Context: an optimization exercise on an open-source flow, tuned for small area, a short achievable clock period and few clock cycles per item. The choices shown serve that exercise and are no tape-out recipe.

Setup of run 1:
==> flow/design.v <==
`timescale 1ns/1ps
`default_nettype none
module div_top (
    input  wire         clk,
    input  wire         rst_n,
    input  wire  [31:0] op1,     
    input  wire  [31:0] op2,     
    input  wire  [2:0]  funct3,
    input  wire         start,
    input  wire         ack,
    output logic [31:0] result,
    output logic        done
);
    localparam int DW = 33;              
    logic          s_set;  
    logic          s_it;   
    logic          s_ng;   
    logic [31:0]   a_r;    
    logic [DW-1:0] b_r;    
    logic [31:0]   q_r;    
    logic [1:0]    fn;     
    logic          a_ng;   
    logic          b_ng;   
    logic [3:0]    cnt;    
    logic          neg;    
    logic idle, accept, last;
    assign idle   = !(s_set || s_it || s_ng);
    assign accept = start && idle && (!done || ack);
    assign last   = (cnt == 4'd0);
    logic        sgn_i, an_i, bn_i, rem_i;
    logic        div0_i, zq_i, fin_i;
    logic [31:0] imm_i;
    assign rem_i  = funct3[1];
    assign sgn_i  = !funct3[0];
    assign an_i   = sgn_i && op1[31];
    assign bn_i   = sgn_i && op2[31];
    assign div0_i = (op2 == 32'd0);
    assign zq_i   = (op1 < op2) && !an_i && !bn_i;
    assign fin_i  = div0_i || zq_i;
    assign imm_i = rem_i ? op1 : {32{div0_i}};
    logic        is_rem, b_one, neg_s, fin_s;
    logic [31:0] q_s;
    logic [31:0] aa, bb;
    logic [6:0]  sh;
    logic        sh_ng;
    logic [DW-1:0] b_al;                
    assign is_rem = fn[1];
    assign b_one  = (b_r[31:1] == 31'd0) && (b_r[0] != b_ng);
    assign neg_s  = is_rem ? a_ng : (a_ng ^ b_ng);
    assign fin_s  = b_one || sh_ng;
    assign q_s    = (b_one != is_rem) ? aa : 32'd0;
    assign aa     = a_r + 32'(a_ng);     
    assign bb     = b_r[31:0] + 32'(b_ng);
    function automatic logic [5:0] top_bit(input logic [31:0] x);  
        logic [7:0] nz;
        logic [1:0] loc [0:7];
        logic [2:0] g;
        for (int i = 0; i < 8; i++) begin
            nz[i]  = |x[4*i +: 4];
            loc[i] = x[4*i+3] ? 2'd3 : x[4*i+2] ? 2'd2 : x[4*i+1] ? 2'd1 : 2'd0;
        end
        g[2] = |nz[7:4];
        g[1] = g[2] ? |nz[7:6] : |nz[3:2];
        g[0] = g[2] ? (g[1] ? nz[7] : nz[5]) : (g[1] ? nz[3] : nz[1]);
        top_bit = {~|nz, g, loc[g]};
    endfunction
    logic [5:0] ta, tb;
    assign ta = top_bit(a_r);
    assign tb = top_bit(b_r[31:0]);
    assign sh    = 7'({1'b0, ta[4:0]}) + 7'(a_ng) - 7'({1'b0, tb[4:0]});
    assign sh_ng = sh[6];
    assign b_al  = DW'(bb) << {sh[4:1], 1'b0};
    logic [31:0]  d1, d2, cs_s, cs_c;
    logic [32:0]  t1, t2, t3;
    logic         ge1, ge2, ge3;
    logic [1:0]   qd;
    logic [31:0]  r_nx, qn;
    assign d1 = b_r[31:0];
    assign d2 = {b_r[30:0], 1'b0};
    assign cs_s = a_r ^ ~d1 ^ ~d2;
    assign cs_c = (a_r & ~d1) | (a_r & ~d2) | (~d1 & ~d2);
    assign t1 = {1'b0, a_r} - {1'b0, d1};
    assign t2 = {1'b0, a_r} - {1'b0, d2};
    assign t3 = {1'b0, cs_s} + {1'b0, cs_c[30:0], 1'b1} + 33'd1;
    assign ge1 = !t1[32] && !b_r[32];
    assign ge2 = !t2[32] && !b_r[32] && !b_r[31];
    assign ge3 = t3[32] && cs_c[31] && !b_r[32] && !b_r[31];
    always_comb begin
        if (ge3)      begin qd = 2'd3; r_nx = t3[31:0]; end
        else if (ge2) begin qd = 2'd2; r_nx = t2[31:0]; end
        else if (ge1) begin qd = 2'd1; r_nx = t1[31:0]; end
        else          begin qd = 2'd0; r_nx = a_r;      end
    end
    assign qn = {q_r[29:0], qd};
    always_ff @(posedge clk or negedge rst_n) begin
        if (!rst_n) begin
            s_set <= 1'b0;
            s_it  <= 1'b0;
            s_ng  <= 1'b0;
            done  <= 1'b0;
        end else begin
            s_set <= accept && !fin_i;
            s_it  <= (s_set && !fin_s) || (s_it && !last);
            s_ng  <= (s_set && fin_s && neg_s) || (s_it && last && neg);
            if (accept) begin
                done <= fin_i;
            end else begin
                done <= (done && !ack) || (s_set && fin_s && !neg_s) || (s_it && last && !neg)
                        || s_ng;
            end
        end
    end
    always_ff @(posedge clk) begin
        if (accept) begin
            q_r  <= imm_i;
            fn   <= funct3[1:0];
            a_ng <= an_i;
            b_ng <= bn_i;
        end
        if (s_set) begin
            if (fin_s) q_r <= q_s;
            neg <= neg_s;
        end
        if (s_it) q_r <= (last && is_rem) ? r_nx : qn;
        if (s_ng) q_r <= ~q_r + 32'd1;
    end
    always_ff @(posedge clk) begin
        if (s_set) begin
            a_r <= aa;
            b_r <= b_al;
        end else if (s_it) begin
            a_r <= r_nx;
            b_r <= b_r >> 2;
        end else begin
            a_r <= an_i ? ~op1 : op1;
            b_r <= DW'(bn_i ? ~op2 : op2);
        end
        cnt <= s_set ? sh[4:1] : cnt - 4'd1;
    end
    assign result = q_r;
endmodule
`default_nettype wire
==> flow/config.mk <==
export PLATFORM = sky130hd
export DESIGN_NAME = div_top
export DESIGN_NICKNAME = div_top
export VERILOG_FILES = /design/flow/design.v
export SDC_FILE = /design/flow/constraint.sdc
export NUM_CORES = 4
export LEC_CHECK = 0
export CAP_MARGIN = 20
export CORE_MARGIN = 2
export CORE_UTILIZATION = 40
export SLEW_MARGIN = 20
==> flow/constraint.sdc <==
create_clock -name core_clock -period 17.5 [get_ports {clk}]
set_input_delay 3.5000 -clock core_clock [delete_from_list [all_inputs] [get_ports {clk}]]
set_output_delay 3.5000 -clock core_clock [all_outputs]
set_load 0.01 [all_outputs]
standard.sh (not shown) runs the stock make flow with config.mk's settings and CLKGATE_MAP_FILE= SYNTH_SCRIPT=/design/flow/synth_recipe.tcl, a recipe that flattens the netlist after the stock synthesis.
==> flow/flow/run.sh <==
#!/bin/bash
# standard layout (the standard.sh) with two changes to how it is made:
#  - the port buffers are buf_4 cells instead of the smallest buffer
#  - the timing repair is asked to leave MARGIN ns of setup slack at the design's
#    clock period (the constraints themselves are unchanged)
set -uo pipefail
MARGIN=12
bash standard.sh "BUFFER_PORTS_ARGS=-buffer_cell sky130_fd_sc_hd__buf_4" \
    SETUP_SLACK_MARGIN=$MARGIN finish > make_finish.log 2>&1
Run 1: full flow OK, the timing, DRC and antenna checks passed
--- input diff run 1..run 2 ---
diff --git a/flow/design.v b/flow/design.v
--- a/flow/design.v
+++ b/flow/design.v
@@ -12,6 +12,7 @@
     output logic        done
 );
     localparam int DW = 33;              
+    localparam int W  = 36;              
     logic          s_set;  
     logic          s_it;   
     logic          s_ng;   
@@ -52,17 +53,15 @@
     assign aa     = a_r + 32'(a_ng);     
     assign bb     = b_r[31:0] + 32'(b_ng);
     function automatic logic [5:0] top_bit(input logic [31:0] x);  
-        logic [7:0] nz;
-        logic [1:0] loc [0:7];
-        logic [2:0] g;
-        for (int i = 0; i < 8; i++) begin
-            nz[i]  = |x[4*i +: 4];
-            loc[i] = x[4*i+3] ? 2'd3 : x[4*i+2] ? 2'd2 : x[4*i+1] ? 2'd1 : 2'd0;
-        end
-        g[2] = |nz[7:4];
-        g[1] = g[2] ? |nz[7:6] : |nz[3:2];
-        g[0] = g[2] ? (g[1] ? nz[7] : nz[5]) : (g[1] ? nz[3] : nz[1]);
-        top_bit = {~|nz, g, loc[g]};
+        logic [32:0] p;                  
+        logic [31:0] h;                  
+        logic [4:0]  idx;
+        p[32] = 1'b0;
+        for (int i = 31; i >= 0; i--) p[i] = p[i+1] | x[i];
+        for (int i = 0; i < 32; i++) h[i] = x[i] & !p[i+1];
+        idx = 5'd0;
+        for (int i = 0; i < 32; i++) idx = idx | (h[i] ? 5'(i) : 5'd0);
+        top_bit = {!p[0], idx};
     endfunction
     logic [5:0] ta, tb;
     assign ta = top_bit(a_r);
@@ -70,21 +69,22 @@
     assign sh    = 7'({1'b0, ta[4:0]}) + 7'(a_ng) - 7'({1'b0, tb[4:0]});
     assign sh_ng = sh[6];
     assign b_al  = DW'(bb) << {sh[4:1], 1'b0};
-    logic [31:0]  d1, d2, cs_s, cs_c;
-    logic [32:0]  t1, t2, t3;
+    logic [W-1:0] r0, d1, d2, cs_s, cs_c;
+    logic [W:0]   t1, t2, t3;
     logic         ge1, ge2, ge3;
     logic [1:0]   qd;
     logic [31:0]  r_nx, qn;
-    assign d1 = b_r[31:0];
-    assign d2 = {b_r[30:0], 1'b0};
-    assign cs_s = a_r ^ ~d1 ^ ~d2;
-    assign cs_c = (a_r & ~d1) | (a_r & ~d2) | (~d1 & ~d2);
-    assign t1 = {1'b0, a_r} - {1'b0, d1};
-    assign t2 = {1'b0, a_r} - {1'b0, d2};
-    assign t3 = {1'b0, cs_s} + {1'b0, cs_c[30:0], 1'b1} + 33'd1;
-    assign ge1 = !t1[32] && !b_r[32];
-    assign ge2 = !t2[32] && !b_r[32] && !b_r[31];
-    assign ge3 = t3[32] && cs_c[31] && !b_r[32] && !b_r[31];
+    assign r0 = W'(a_r);
+    assign d1 = W'(b_r);
+    assign d2 = W'(b_r) << 1;
+    assign cs_s = r0 ^ ~d1 ^ ~d2;
+    assign cs_c = (r0 & ~d1) | (r0 & ~d2) | (~d1 & ~d2);
+    assign t1 = {1'b0, r0} - {1'b0, d1};
+    assign t2 = {1'b0, r0} - {1'b0, d2};
+    assign t3 = {1'b0, cs_s} + {cs_c, 1'b1} + (W + 1)'(1);
+    assign ge1 = !t1[W];
+    assign ge2 = !t2[W];
+    assign ge3 = !t3[W];
     always_comb begin
         if (ge3)      begin qd = 2'd3; r_nx = t3[31:0]; end
         else if (ge2) begin qd = 2'd2; r_nx = t2[31:0]; end
Notes after the runs:
Compared run 1 against run 2; cell area after synthesis within noise.
Summary of the comparison: wire length of the first global-routing pass is higher in run 2, relative to run 1.
Run 1 tops out at a higher clock frequency than run 2.
On final critical delay including setup and external delays, run 2 does worse than run 1.
Function was not checked in any run of this note: the RTL went through the layout flow alone.

re-timing with driven ports:
How much do the figures lean on ideal ports? The routed layouts below were timed once more, with nothing changed but the port constraints.
Step 1 sets driving cells, clkbuf_16 on the clock port and buf_2 on the other inputs (assumed; they add their load-dependent delay and slew).
Step 2 also shifts input and output timing later by t, the mid clock arrival at the registers, as if the neighbouring blocks saw the same clock.
a / b / c = ideal / step 1 / step 2; a / b = the first two.
run | t (ns) | setup slack, ns | worst setup path after step 2 | latest minus earliest clock arrival (ns) | slew at the worst register clock pin (ns)
run 1 | 0.416 | 12.084 / 12.084 / 11.707 | input to register | 0.019 / 0.019 | 0.09 / 0.09
run 2 | 0.440 | 11.972 / 11.972 / 11.727 | input to register | 0.014 / 0.013 | 0.09 / 0.09
After both steps setup and hold are still met in every run listed. For run 1, which loses most, drivers alone change the setup slack by 0.000 ns; drivers and shift together by -0.377 ns.
